This design comes from an exercise in tuning for small area, a short achievable clock period and few clock cycles on the open sky130 flow, not from production work. Power and IR drop assume default switching activity.

==> inputs of tundra <==
## ir_text_tokenizer
module ir_text_tokenizer (
    input  logic         aclk,
    input  logic         aresetn,
    input  logic         s_tvalid,
    output logic         s_tready,
    input  logic [7:0]   s_tdata,    
    input  logic         s_tuser,    
    output logic         m_tvalid,
    input  logic         m_tready,
    output logic [175:0] m_tdata,
    output logic [4:0]   m_tuser,    
    output logic         m_tlast     
);
    localparam logic [3:0] M_IDLE    = 4'd0;
    localparam logic [3:0] M_COMMENT = 4'd1;
    localparam logic [3:0] M_SEMI2   = 4'd2;
    localparam logic [3:0] M_ARROW2  = 4'd3;
    localparam logic [3:0] M_DIR     = 4'd4;
    localparam logic [3:0] M_VAL     = 4'd5;
    localparam logic [3:0] M_LAB     = 4'd6;
    localparam logic [3:0] M_IDENT   = 4'd7;
    localparam logic [3:0] M_ZERO    = 4'd8;
    localparam logic [3:0] M_DEC     = 4'd9;
    localparam logic [3:0] M_HEX     = 4'd10;
    localparam logic [4:0] K_END    = 5'd0;
    localparam logic [4:0] K_SEMI   = 5'd1;
    localparam logic [4:0] K_SEMI2  = 5'd2;
    localparam logic [4:0] K_ARROW  = 5'd3;
    localparam logic [4:0] K_COLON  = 5'd4;
    localparam logic [4:0] K_COMMA  = 5'd5;
    localparam logic [4:0] K_EQUAL  = 5'd6;
  ...
export LEC_CHECK = 0
export CAP_MARGIN = 20
export CORE_MARGIN = 2
export CORE_UTILIZATION = 40
export SLEW_MARGIN = 20
create_clock -name core_clock -period 14.0 [get_ports {aclk}]
standard.sh (not shown) runs the stock make flow with config.mk's settings and CLKGATE_MAP_FILE= SYNTH_SCRIPT=/design/flow/synth_recipe.tcl, a recipe that flattens the netlist after the stock synthesis.
==> flow/flow/run.sh <==
#!/bin/bash
# Standard layout, with timing repair aimed below the design's period.
set -euo pipefail
bash standard.sh SETUP_SLACK_MARGIN=10.0 finish > standard_flow.log 2>&1
==> inputs of ember, as changes to tundra <==
--- a/flow/design.v
+++ b/flow/design.v
@@ -113,19 +113,38 @@
             8'h5D:   c_kind = K_RBRACK;
             8'h7B:   c_kind = K_LBRACE;
             8'h7D:   c_kind = K_RBRACE;
             default: begin c_kind = K_UNEXP; c_single = 1'b0; end
         endcase
-        c_dig = c_digit ? c[3:0] : (c[3:0] + 4'd9);
+        c_dig = c[6] ? (c[3:0] + 4'd9) : c[3:0];    
     end
     logic n_slash, n_semi, n_gt, n_digit;
     always_comb begin
         n_slash = !iend && (idata == 8'h2F);
         n_semi  = !iend && (idata == 8'h3B);
         n_gt    = !iend && (idata == 8'h3E);
         n_digit = !iend && (idata >= 8'h30) && (idata <= 8'h39);
     end
+    logic n_body, n_hex, n_x, n_dot, n_minus, n_ws, n_sigil, n_start, n_single;
+    always_comb begin
+        n_start  = !iend && (((idata >= 8'h61) && (idata <= 8'h7A)) ||
+                             ((idata >= 8'h41) && (idata <= 8'h5A)) || (idata == 8'h5F));
+        n_dot    = !iend && (idata == 8'h2E);
+        n_body   = n_start || n_digit || n_dot;
+        n_hex    = n_digit || (!iend && (((idata >= 8'h61) && (idata <= 8'h66)) ||
+                                         ((idata >= 8'h41) && (idata <= 8'h46))));
+        n_x      = !iend && ((idata == 8'h78) || (idata == 8'h58));
+        n_minus  = !iend && (idata == 8'h2D);
+        n_ws     = !iend && ((idata == 8'h20) || (idata == 8'h09) || (idata == 8'h0D) ||
+                             (idata == 8'h0A));
+        n_sigil  = !iend && ((idata == 8'h40) || (idata == 8'h25) || (idata == 8'h2E));
+        case (idata)
+            8'h3A, 8'h2C, 8'h3D, 8'h28, 8'h29, 8'h5B, 8'h5D, 8'h7B, 8'h7D:
+                     n_single = !iend;
+            default: n_single = 1'b0;
+        endcase
+    end
     logic is_open;
     assign is_open = mode[3] || mode[2];
     logic [4:0] open_kind;
     always_comb begin
         case (mode)
@@ -136,39 +155,34 @@
             M_SEMI2:  open_kind = K_SEMI2;
             M_ARROW2: open_kind = K_ARROW;
             default:  open_kind = fpoint ? K_FLOAT : K_INT;
         endcase
     end
-    logic [66:0] sdec;
-    logic [4:0]  kk;
-    logic [66:0] ax, ay, au, av, pg_g, pg_p;
+    logic [63:0] sdec;
+    logic [4:0]  kk;                 
+    logic [63:0] ax, ay, au, av, pg_g, pg_p;
     logic [63:0] acc_step;
     logic        big_step;
     always_comb begin
-        kk = fneg ? {1'b0, c[3:0]} + 5'd9 : {1'b0, c[3:0]};
-        ax = {acc, 3'b000};
-        ay = {2'b00, acc, 1'b0};
-        au = ax ^ ay ^ {62'd0, kk};
-        av = {((ax & ay) | (ax & {62'd0, kk}) | (ay & {62'd0, kk})), 1'b0};
+        ax = {acc[60:0], 3'b000};
+        ay = {acc[62:0], 1'b0};
+        au = ax ^ ay ^ {59'd0, kk};
+        av = {((ax[62:0] & ay[62:0]) | (ax[62:0] & {58'd0, kk}) | (ay[62:0] & {58'd0, kk})),
+              1'b0};
         pg_g = au & av;
         pg_p = au ^ av;
-        for (int d = 1; d < 67; d = d * 2)
-            for (int i = 2 * d - 1; i < 67; i = i + 2 * d) begin
+        for (int d = 1; d < 64; d = d * 2)
+            for (int i = 63; i >= d; i = i - 1) begin
                 pg_g[i] = pg_g[i] | (pg_p[i] & pg_g[i - d]);
                 pg_p[i] = pg_p[i] & pg_p[i - d];
             end
-        for (int d = 32; d >= 1; d = d / 2)
-            for (int i = 3 * d - 1; i < 67; i = i + 2 * d) begin
-                pg_g[i] = pg_g[i] | (pg_p[i] & pg_g[i - d]);
-                pg_p[i] = pg_p[i] & pg_p[i - d];
-            end
-        sdec = (au ^ av) ^ {pg_g[65:0], 1'b0};
+        sdec = (au ^ av) ^ {pg_g[62:0], 1'b0};
         if (mode == M_HEX) begin
             acc_step = {acc[59:0], c_dig};
             big_step = (acc[62:59] != 4'd0);
         end else begin
-            acc_step = sdec[63:0];
+            acc_step = sdec;
             big_step = !acc[63] &&
                        ((acc[62:0] > 63'd922337203685477580) ||
                         ((acc[62:0] == 63'd922337203685477580) && (kk >= 5'd8)) ||
                         ((acc[62:0] == 63'd922337203685477579) && (kk == 5'd18)));
         end
@@ -281,21 +295,48 @@
         emitD   = !hv && iend && !is_open;
         loadT   = (judge && !closeA && start) || emitD;
         advance = judge && !split;
         consume = fire && ((advance && !iend) || (!hv && (!iend || !is_open)));
     end
+    logic       open_n, fneg_n, fpoint_n, n_closes, n_tricky, n_emits, preclose;
+    logic       n2_avail, n2_end;
+    logic [4:0] pkind;
+    always_comb begin
+        open_n   = mode_n[3] || mode_n[2];
+        fneg_n   = loadT ? (num_start && c_minus) : fneg;
+        fpoint_n = point_set || (fpoint && !loadT);
+        case (mode_n)
+            M_ZERO:  n_closes = !(n_x || n_digit || n_dot);
+            M_DEC:   n_closes = !n_digit && !(n_dot && !fpoint_n);
+            M_HEX:   n_closes = !n_hex;
+            default: n_closes = !n_body;
+        endcase
+        n_tricky = n_semi || n_slash || n_minus;
+        n_emits  = n_single || !(n_ws || n_sigil || n_digit || n_start || n_tricky);
+        n2_avail = !rdy || s_tvalid;
+        n2_end   = rdy ? s_tuser : send;
+        preclose = judge && !closeA && (cont || start) && open_n && !fneg_n &&
+                   (iend || (n_closes && !n_tricky && n2_avail));
+        case (mode_n)
+            M_DIR:   pkind = K_DIR;
+            M_VAL:   pkind = K_VAL;
+            M_LAB:   pkind = K_LAB;
+            M_IDENT: pkind = K_IDENT;
+            default: pkind = fpoint_n ? K_FLOAT : K_INT;
+        endcase
+    end
+    logic fneg_d;
+    always_comb begin
+        if (loadT && num_start) fneg_d = c_minus;
+        else if (loadT || (advance && point_set) || closeT) fneg_d = 1'b0;
+        else fneg_d = fneg;
+    end
     logic [15:0] ln_n, cl_n, of_n;
     always_comb begin
-        ln_n = ln;
-        cl_n = cl;
+        ln_n = c_lf ? ln + {15'd0, ~&ln} : ln;
+        cl_n = c_lf ? 16'd1 : cl + {15'd0, ~&cl};
         of_n = of + 16'd1;
-        if (c_lf) begin
-            if (ln != 16'hFFFF) ln_n = ln + 16'd1;
-            cl_n = 16'd1;
-        end else if (cl != 16'hFFFF) begin
-            cl_n = cl + 16'd1;
-        end
     end
     always_ff @(posedge aclk) begin
         if (!aresetn) begin
             hv   <= 1'b0;
             mode <= M_IDLE;
@@ -306,30 +347,34 @@
         end else begin
             if (fire) begin
                 if (split) begin
                     mode <= M_IDLE;
                 end else if (judge) begin
-                    mode <= mode_n;
+                    mode <= preclose ? M_IDLE : mode_n;
                     ln   <= ln_n;
                     cl   <= cl_n;
                     of   <= of_n;
                     hv   <= !iend;
                 end else begin
                     if (iend) mode <= M_IDLE;
                     else hv <= 1'b1;
                 end
             end
-            if (fire && (closeT || (judge && emitB && !closeA) || emitD)) tv <= 1'b1;
+            if (fire && (closeT || (judge && emitB && !closeA) || emitD || preclose))
+                tv <= 1'b1;
             else if (m_tready) tv <= 1'b0;
         end
     end
     always_ff @(posedge aclk) begin
         if (fire) begin
             if (!hv || advance) c <= idata;
             if (closeT) begin
                 tkind <= open_kind;
                 tlast <= hv && !iend && !emitB;
+            end else if (preclose) begin
+                tkind <= pkind;
+                tlast <= !iend && !n2_end && !n_emits;
             end else if (loadT) begin
                 tkind <= emitD ? K_END : bkind;
                 tlast <= emitD || !iend;
             end
             if (loadT) begin
@@ -337,10 +382,11 @@
                 tc <= cl;
                 to <= start_sig ? of_n : of;
             end
             if (loadT) tlen <= {15'd0, !emitD && !start_sig};
             else if (advance && (cont || pair)) tlen <= tlen + 16'd1;
+            if (!hv || advance) kk <= {1'b0, idata[3:0]} + (fneg_d ? 5'd9 : 5'd0);
             if (loadT && num_start) begin
                 fneg   <= c_minus;
                 fpoint <= 1'b0;
                 acc    <= c_minus ? {64{1'b1}} : {60'd0, c[3:0]};
             end else if (loadT || (advance && point_set)) begin
==> flow/flow/run.sh (replaced) <==
#!/bin/bash
# Standard layout, with timing repair aimed below the design's period,
# small port buffers and a clock tree of smaller buffers without dummy loads.
set -euo pipefail
bash standard.sh SETUP_SLACK_MARGIN=9.9 \
  "BUFFER_PORTS_ARGS=-buffer_cell sky130_fd_sc_hd__buf_1" \
  "CTS_ARGS=-sink_clustering_enable -repair_clock_nets -dont_use_dummy_load -buf_list {sky130_fd_sc_hd__clkbuf_4 sky130_fd_sc_hd__clkbuf_8}" \
  finish > standard_flow.log 2>&1
==> inputs of sierra, as changes to tundra <==
--- a/flow/design.v
+++ b/flow/design.v
@@ -138,32 +138,15 @@
             default:  open_kind = fpoint ? K_FLOAT : K_INT;
         endcase
     end
     logic [66:0] sdec;
     logic [4:0]  kk;
-    logic [66:0] ax, ay, au, av, pg_g, pg_p;
     logic [63:0] acc_step;
     logic        big_step;
     always_comb begin
         kk = fneg ? {1'b0, c[3:0]} + 5'd9 : {1'b0, c[3:0]};
-        ax = {acc, 3'b000};
-        ay = {2'b00, acc, 1'b0};
-        au = ax ^ ay ^ {62'd0, kk};
-        av = {((ax & ay) | (ax & {62'd0, kk}) | (ay & {62'd0, kk})), 1'b0};
-        pg_g = au & av;
-        pg_p = au ^ av;
-        for (int d = 1; d < 67; d = d * 2)
-            for (int i = 2 * d - 1; i < 67; i = i + 2 * d) begin
-                pg_g[i] = pg_g[i] | (pg_p[i] & pg_g[i - d]);
-                pg_p[i] = pg_p[i] & pg_p[i - d];
-            end
-        for (int d = 32; d >= 1; d = d / 2)
-            for (int i = 3 * d - 1; i < 67; i = i + 2 * d) begin
-                pg_g[i] = pg_g[i] | (pg_p[i] & pg_g[i - d]);
-                pg_p[i] = pg_p[i] & pg_p[i - d];
-            end
-        sdec = (au ^ av) ^ {pg_g[65:0], 1'b0};
+        sdec = {acc, 3'b000} + {2'b00, acc, 1'b0} + {62'd0, kk};
         if (mode == M_HEX) begin
             acc_step = {acc[59:0], c_dig};
             big_step = (acc[62:59] != 4'd0);
         end else begin
             acc_step = sdec[63:0];
==> flow/flow/run.sh (replaced) <==
#!/bin/bash
# Standard layout, with timing repair aimed below the design's period.
set -euo pipefail
bash standard.sh SETUP_SLACK_MARGIN=9.5 finish > standard_flow.log 2>&1
==> summary of the runs <==
- Die area, highest first: ember, sierra, tundra.
- The highest final cell count belongs to ember, the lowest to tundra.
- Between sierra and tundra, the lower hold slack is in tundra (gap 0.013 ns).
- Between ember and sierra, the lower clock power is in ember (gap about 22%, measured against sierra).
- In sierra the global-route usage is higher than in tundra, by 1.4 points.
- First-iteration DRC count: tundra < sierra < ember.
- Clock-buffer cell count, lowest first: sierra, tundra, ember.
- In tundra the sequential cell count is lower than in ember, by 5.
- Register-to-register slack, lowest first: sierra, tundra, ember.
==> figures <==
|  | sierra | tundra | ember |
|---|---|---|---|
| Post-synth EDFFs | 153 | 153 | 158 |
| Count of vias placed by the detailed router | 14900 | 13800 | 15300 |
| Slew of the pin with the lowest slew margin | 0.970 ns | 1.11 ns | 1.11 ns |
| HPWL after detailed placement | 33.4 mm | 28.4 mm | 34.1 mm |
| Clock root buffer | clkbuf_16 | clkbuf_16 | clkbuf_8 |
| Least setup slack across all paths after layout | 9.51 ns | 9.56 ns | 9.88 ns |
| Combined area of the multi-input logic cells | 10200 sq um | 9770 sq um | 10900 sq um |
| Global-route wire length before repair | 77.4 mm | 72.3 mm | 77.4 mm |
| Endpoint required time on the critical path | 14.30 ns | 14.32 ns | 11.20 ns |
| Clock period minus final worst setup slack | 4.49 ns | 4.44 ns | 4.12 ns |
| Run status | complete, no violations | complete, no violations | complete, no violations |
| Worst setup startpoint | c[1] | c[2] | acc[3] |
| Routed wl met2 | 23.2 mm | 21.9 mm | 22.6 mm |
| Final non-filler cell total | 2610 | 2522 | 2690 |
| Slowest cell on the critical path | fa_1 | edfxtp_1 | edfxtp_1 |
| Global-route met3 utilization | 0.0352 | 0.0268 | 0.0378 |
| Average instance area after synthesis | 8.82 sq um | 9.44 sq um | 8.88 sq um |
| Net Sw Frac | 0.334 | 0.315 | 0.345 |
| Max VDD drop | 0.0917 mV | 0.115 mV | 0.0577 mV |
| Reported clock group power | 0.000671 W | 0.000715 W | 0.000521 W |
No run of this note included a check of the RTL's function; only the layout flow was run.

[what the ideal ports hide]
How much do the figures lean on ideal ports? The routed layouts below were timed once more, with nothing changed but the port constraints.
Step 1 assumes that a clkbuf_16 drives the clock port and a buf_2 every other input.
Step 2, shift: input delay + t, output delay - t, t = (earliest + latest rising clock arrival at the registers) / 2. This alone moves slack from input paths to output paths.
Three values: no drivers, after step 1, after step 2; two values: the first two.
| run | shift t [ns] | setup slack, ns | hold slack, ns |
|---|---|---|---|
| tundra | 0.608 | 9.563 / 9.563 / 9.516 | 0.447 / 0.447 / 0.447 |
| ember | 0.621 | 9.884 / 9.832 / 9.368 | 0.477 / 0.477 / 0.477 |
| sierra | 0.611 | 9.509 / 9.478 / 8.999 | 0.460 / 0.460 / 0.460 |
After both steps every run listed still meets setup and hold. The setup slack of ember, which loses most, moves by -0.052 ns with the drivers and by -0.516 ns with both steps.
